From an optimization exercise on the open Yosys and OpenROAD flow, aimed at small area and a short achievable clock period; shortcuts taken in it are not production practice.
The RTL was checked by simulation tests, not by an equivalence proof against the original design.

### design.v
`default_nettype none
package mul_pkg;
    typedef logic [7:0] op_t;
    typedef logic [31:0] word_t;
    typedef logic [63:0] dword_t;
endpackage
`default_nettype wire
`timescale 1ns/10ps
`default_nettype none
module mul_issue (
    input  logic            clk,
    input  logic            rst_n,
    input  mul_pkg::op_t    op,
    input  mul_pkg::word_t  mul_in_a,
    input  mul_pkg::word_t  mul_in_b,
    output logic            valid,
    output mul_pkg::dword_t a_ext,
    output mul_pkg::word_t  b,
    output logic            is_signed,
    output logic            sel_hi
);
    logic is_mul;
    logic is_sgn;
    logic is_hi;
    always_comb begin
        is_mul = (op == 8'h1c) || (op == 8'h1d) || (op == 8'h1e);
        is_sgn = (op == 8'h1c) || (op == 8'h1d);
        is_hi  = (op == 8'h1d) || (op == 8'h1e);
    end
    always_ff @(posedge clk) begin
        if (!rst_n) begin
            valid <= 1'b0;
        end else begin
            valid <= is_mul;
        end
    end
    always_ff @(posedge clk) begin
        if (is_sgn) begin
            a_ext <= {{32{mul_in_a[31]}}, mul_in_a};
        end else begin
            a_ext <= {32'b0, mul_in_a};
        end
        b         <= mul_in_b;
        is_signed <= is_sgn;
        sel_hi    <= is_hi;
    end
endmodule
`default_nettype wire
`timescale 1ns/10ps
`default_nettype none
module mul_stage #(
    parameter int STAGE_IDX = 0
) (
    input  logic            clk,
    input  logic            rst_n,
    input  logic            valid_in,
    input  mul_pkg::dword_t a_ext_in,
    input  mul_pkg::word_t  b_in,
    input  logic            is_signed_in,
    input  logic            sel_hi_in,
    input  mul_pkg::dword_t acc_in,
    output logic            valid_out,
    output mul_pkg::dword_t a_ext_out,
    output mul_pkg::word_t  b_out,
    output logic            is_signed_out,
    output logic            sel_hi_out,
    output mul_pkg::dword_t acc_out
);
    localparam int LO_BIT = STAGE_IDX * (32 / 4);
    localparam bit OWNS_MSB = (LO_BIT + (32 / 4) - 1) == 31;
    mul_pkg::dword_t sum;
    always_comb begin
        sum = acc_in;
        for (int j = 0; j < (32 / 4); j++) begin
            if (b_in[LO_BIT + j]) begin
                if (OWNS_MSB && (j == (32 / 4) - 1) && is_signed_in) begin
                    sum = sum - (a_ext_in << (LO_BIT + j));
                end else begin
                    sum = sum + (a_ext_in << (LO_BIT + j));
                end
            end
        end
    end
    always_ff @(posedge clk) begin
        if (!rst_n) begin
            valid_out <= 1'b0;
        end else begin
            valid_out <= valid_in;
        end
    end
    always_ff @(posedge clk) begin
        a_ext_out     <= a_ext_in;
        b_out         <= b_in;
        is_signed_out <= is_signed_in;
        sel_hi_out    <= sel_hi_in;
        acc_out       <= sum;
    end
endmodule
`default_nettype wire
`timescale 1ns/10ps
`default_nettype none
module mul_result (
    input  logic            clk,
    input  logic            rst_n,
    input  logic            valid,
    input  logic            sel_hi,
    input  mul_pkg::dword_t acc,
    output logic            mul_out_valid,
    output mul_pkg::word_t  mul_out
);
    mul_pkg::word_t word_sel;
    always_comb begin
        if (sel_hi) begin
            word_sel = acc[63:32];
        end else begin
            word_sel = acc[31:0];
        end
    end
    always_ff @(posedge clk) begin
        if (!rst_n) begin
            mul_out_valid <= 1'b0;
            mul_out       <= '0;
        end else begin
            mul_out_valid <= valid;
            if (valid) begin
                mul_out <= word_sel;
            end
        end
    end
endmodule
`default_nettype wire
`timescale 1ns/10ps
`default_nettype none
module mul_unit (
    input  logic           clk,
    input  logic           rst_n,
    input  mul_pkg::op_t   op,
    input  mul_pkg::word_t mul_in_a,
    input  mul_pkg::word_t mul_in_b,
    output logic           mul_out_valid,
    output mul_pkg::word_t mul_out
);
    logic [4:0] valid_s;
    logic [4:0] is_signed_s;
    logic [4:0] sel_hi_s;
    mul_pkg::dword_t      a_ext_s [4+1];
    mul_pkg::word_t       b_s     [4+1];
    mul_pkg::dword_t      acc_s   [4+1];
    assign acc_s[0] = '0;
    mul_issue issue_i (
        .clk       (clk),
        .rst_n     (rst_n),
        .op        (op),
        .mul_in_a  (mul_in_a),
        .mul_in_b  (mul_in_b),
        .valid     (valid_s[0]),
        .a_ext     (a_ext_s[0]),
        .b         (b_s[0]),
        .is_signed (is_signed_s[0]),
        .sel_hi    (sel_hi_s[0])
    );
    for (genvar k = 0; k < 4; k++) begin : g_stage
        mul_stage #(
            .STAGE_IDX (k)
        ) stage_i (
            .clk           (clk),
            .rst_n         (rst_n),
            .valid_in      (valid_s[k]),
            .a_ext_in      (a_ext_s[k]),
            .b_in          (b_s[k]),
            .is_signed_in  (is_signed_s[k]),
            .sel_hi_in     (sel_hi_s[k]),
            .acc_in        (acc_s[k]),
            .valid_out     (valid_s[k+1]),
            .a_ext_out     (a_ext_s[k+1]),
            .b_out         (b_s[k+1]),
            .is_signed_out (is_signed_s[k+1]),
            .sel_hi_out    (sel_hi_s[k+1]),
            .acc_out       (acc_s[k+1])
        );
    end
    mul_result result_i (
        .clk           (clk),
        .rst_n         (rst_n),
        .valid         (valid_s[4]),
        .sel_hi        (sel_hi_s[4]),
        .acc           (acc_s[4]),
        .mul_out_valid (mul_out_valid),
        .mul_out       (mul_out)
    );
endmodule
`default_nettype wire
### run.sh
#!/bin/bash
# synth_recipe.tcl (not shown) runs the flow's synth.tcl, then flattens the netlist and writes it again
# the make line also repeats each setting of config.mk as NAME=value (left out here)
make -C /OpenROAD-flow-scripts/flow DESIGN_CONFIG=/design/flow/config.mk WORK_HOME=/design/flow/orfs CLKGATE_MAP_FILE= SYNTH_SCRIPT=/design/flow/synth_recipe.tcl finish
### config.mk
export PLATFORM = sky130hd
export DESIGN_NAME = mul_unit
export DESIGN_NICKNAME = mul_unit
export VERILOG_FILES = /design/flow/design.v
export SDC_FILE = /design/flow/constraint.sdc
export NUM_CORES = 4
export LEC_CHECK = 0
export CAP_MARGIN = 20
export CORE_MARGIN = 2
export CORE_UTILIZATION = 40
export SLEW_MARGIN = 20
### constraint.sdc
create_clock -name core_clock -period 20.0 [get_ports {clk}]
set_input_delay 4.0000 -clock core_clock [delete_from_list [all_inputs] [get_ports {clk}]]
set_output_delay 4.0000 -clock core_clock [all_outputs]
set_load 0.01 [all_outputs]
==> impl_metrics.tcl <==
set metrics [dict create \
    port_buffers 106 \
    vias 107858 \
    drv_cap 0 \
    cts-htree-levels 3 \
    place.gp.congestion 0.972 \
    drv_slew 0 \
    clkLatencyLatePin_ns 0.73 \
    final_cell_mix "a21oi_1, ha_1, nand2_1" \
    critPathMaxFanout 9 \
    drtIter0Drc 8651 \
    syn_avg_cell_area_um2 7.31 \
    mostFrequentLayoutCell "a21oi_1" \
    relSlewSlack_pct 9.75 \
    grt_max_degree 76 \
    clock_sinks 515 \
    ys_warn_count 11 \
    stdcell_count 17973 \
    synth_area_um2 107000 \
    synth_seq_cells 515 \
    cts_buffers 72 \
    initial_core_util_pct 40.2 \
    fin_nets 15873 \
    overflow 0 \
    layout_min_cycle_time_ns 18.73 \
    crit_type "flip-flop to flip-flop" \
    cp_slowest_cell "a2111oi_1" \
    row_count 189 \
    finalWirelength_um 373000 \
    worst_pin_slew_ns 1.35 \
    num_io_pins 107 \
    final_hold_viol_count 0 \
    setup-tns-final_ns 0 \
    first_pass_iters 18 \
    antenna_left 0 \
    fmax_mhz 53.4 \
    place_inst 17777 \
    async_flop_share_pct 0 \
    timing.critical_path.buf_inv 2 \
    ys_seq_area_share_pct 9.68 \
    final.period_utilization_pct 93.6 \
    core_um2 265000 \
    critical_path_arrival_ns 19.30 \
    drc 0 \
    postCtsHoldBufs 0 \
    track_usage_pct 26.3 \
    crit_path_start_kind "flip-flop" \
    cp_slowest_stage_delay_ns 0.96 \
    clk_pin_slew_worst_paths_ns 0.07 \
    ys_types 110 \
    critPathRequiredTime_ns 20.58 \
    synth_ff_type "dfxtp_1" \
    setup_viol 0 \
    syn_to_final_growth_pct 6.72 \
    grt_first_pass_wirelength_um 572000 \
    cts_tree "built" \
    post-route-util_pct 42.9 \
    hp-class "flip-flop to flip-flop" \
    syn-num-nets 16139 \
    dieWidth_um 520 \
    drive_gt1_share_pct 6.85 \
    die_y_um 520 \
    fp.dieArea_um2 271000 \
    run_status "timing/DRC/antenna clean" \
    wl_per_cell_um 20.8 \
    grt_antenna_before_repair 26 \
    crit_family "compound AO/OA/AOI/OAI gates" \
    crit_top_cell "a21oi_1" \
    drt-vias-per-instance 6.00 \
    synth_cells 14584 \
    skew_ns 0.0565 \
    dp_hpwl_um 302000 \
    rsz0062_at_grt "false" \
    cts_root_buf "clkbuf_16" \
    grt_pass1_vias 99151 \
    synth_enable_flop_cells 0 \
    clk_path_buf_depth 3 \
    endpoint_kind "flip-flop" \
]
## per-layer routing
metal	share of wire, %	routed length, um	GRT usage, %
met1	45	169000	35.1
met2	45	169000	43.5
met3	5.4	20300	2.25
met4	4.1	15400	10.3
met5	0	0	0
## path summary, 6_finish.rpt
| kind | from | endpoint | slack [ns] | cells after the start |
|---|---|---|---|---|
| min | issue_i.b[13]$_DFF_P_ | g_stage[0].stage_i.b_out[13]$_DFF_P_ | 0.31 | 0 |
| max | issue_i.a_ext[2]$_DFF_P_ | g_stage[0].stage_i.acc_out[63]$_DFF_P_ | 1.27 | 73 |
| max reg2reg | issue_i.a_ext[2]$_DFF_P_ | g_stage[0].stage_i.acc_out[63]$_DFF_P_ | 1.27 | 73 |
| min reg2reg | issue_i.b[13]$_DFF_P_ | g_stage[0].stage_i.b_out[13]$_DFF_P_ | 0.31 | 0 |
## stage by stage
| stage | hold WS (ns) | area [um^2] | setup WS (ns) |
|---|---|---|---|
| final | 0.308 | 114000 | 1.27 |
| after global routing | 0.312 | 114000 | 0.0438 |
| after detailed placement | 0.312 | 111000 | 1.47 |
| after CTS | 0.314 | 114000 | 1.45 |
| after floorplan | 0.310 | 107000 | 2.83 |
| after global placement | 0.311 | 111000 | 1.60 |
## cell type report
cell class / instances / area, um^2
Multi-Input combinational cell: 12843 / 91700
Timing Repair Buffer: 225 / 1950
Clock buffer: 89 / 1980
Tap cell: 3533 / 4420
Clock inverter: 42 / 692
Antenna cell: 65 / 163
Fill cell: 27574 / 151000
Inverter: 661 / 2480
Sequential cell: 515 / 10400
## cell usage after synthesis, types with 45 or more instances
master	n	area, um^2
o211a_1	48	480
o211ai_1	102	766
a21oi_1	1564	7830
o21ai_0	792	3960
clkbuf_1	496	1860
nor2_1	991	3720
or3_1	99	619
nand4_1	208	1300
and3_1	148	926
or2_2	62	388
o221ai_1	48	420
buf_1	62	233
ha_1	1450	18100
nand2_1	1316	4940
xnor2_1	794	6950
a211oi_1	150	1130
mux2i_1	171	1710
a21o_1	957	7180
mux2_2	498	5610
dfxtp_1	515	10300
xor2_1	392	3430
o21bai_1	246	1850
a31oi_1	172	1080
nor3_1	239	1200
inv_1	649	2440
a21boi_0	62	465
o21ai_1	141	706
a31o_2	48	420
a211o_1	65	569
nor4_1	45	282
o31ai_1	161	1210
nand2b_1	198	1240
nor2b_1	165	1030
a221oi_1	49	429
nand3_1	283	1420
and2_1	127	795
o21a_1	279	2090
## flip-flops by register name, indices dropped and copies added, names as in the netlist
signal,count
g_stage.stage_i.acc_out,256
g_stage.stage_i.a_ext_out,99
g_stage.stage_i.b_out,48
issue_i.a_ext,33
issue_i.b,32
result_i.mul_out,32
g_stage.stage_i.sel_hi_out,4
g_stage.stage_i.valid_out,4
g_stage.stage_i.is_signed_out,3
issue_i.is_signed,1
issue_i.sel_hi,1
issue_i.valid,1
result_i.mul_out_valid,1
## cells by family (layout without fill, tap and decap cells)
family	count (synthesis)	count (layout)	share of synthesized area [%]
AOI/OAI and AO/OA	5463	5463	33.7
buffers and inverters	1226	1017	4.33
DFF	515	515	9.68
adders and majority gates	1481	1481	17.6
other	0	65	0
xor gates and xnor gates	1189	1189	9.81
muxes	676	676	6.97
and+or+nand+nor	4034	4034	17.9
## timing repair
action,CTS,global route
setup endpoints to repair,0,1
hold endpoints to repair,0,0
setup buffers,0,0
resized for setup,0,4

## separate check: timing with driven ports
No port has a modelled driver above. Below, the same layout with a new extraction and two added sets of constraints.
Step 1: set_driving_cell puts a clkbuf_16 on clk and a buf_2 on each other input, an assumption about the parent block.
Step 2 times the ports against the registers' clock, not the clock port: input delays grow and output delays shrink by t, the midpoint of the rising clock arrivals with the driver on.
Slacks: ideal ports / drivers / drivers and shift; pairs: ideal ports / drivers.
t, ns: 0.796
setup slack, ns: 1.273 / 1.273 / 1.273
latest minus earliest clock arrival (ns): 0.067 / 0.067
worst register clock-pin slew, ns: 0.07 / 0.07
worst data-port slew with drivers (ns): 0.08
After both steps this run still meets setup and hold. For this run, drivers alone change the setup slack by 0.000 ns; drivers and shift together by 0.000 ns.
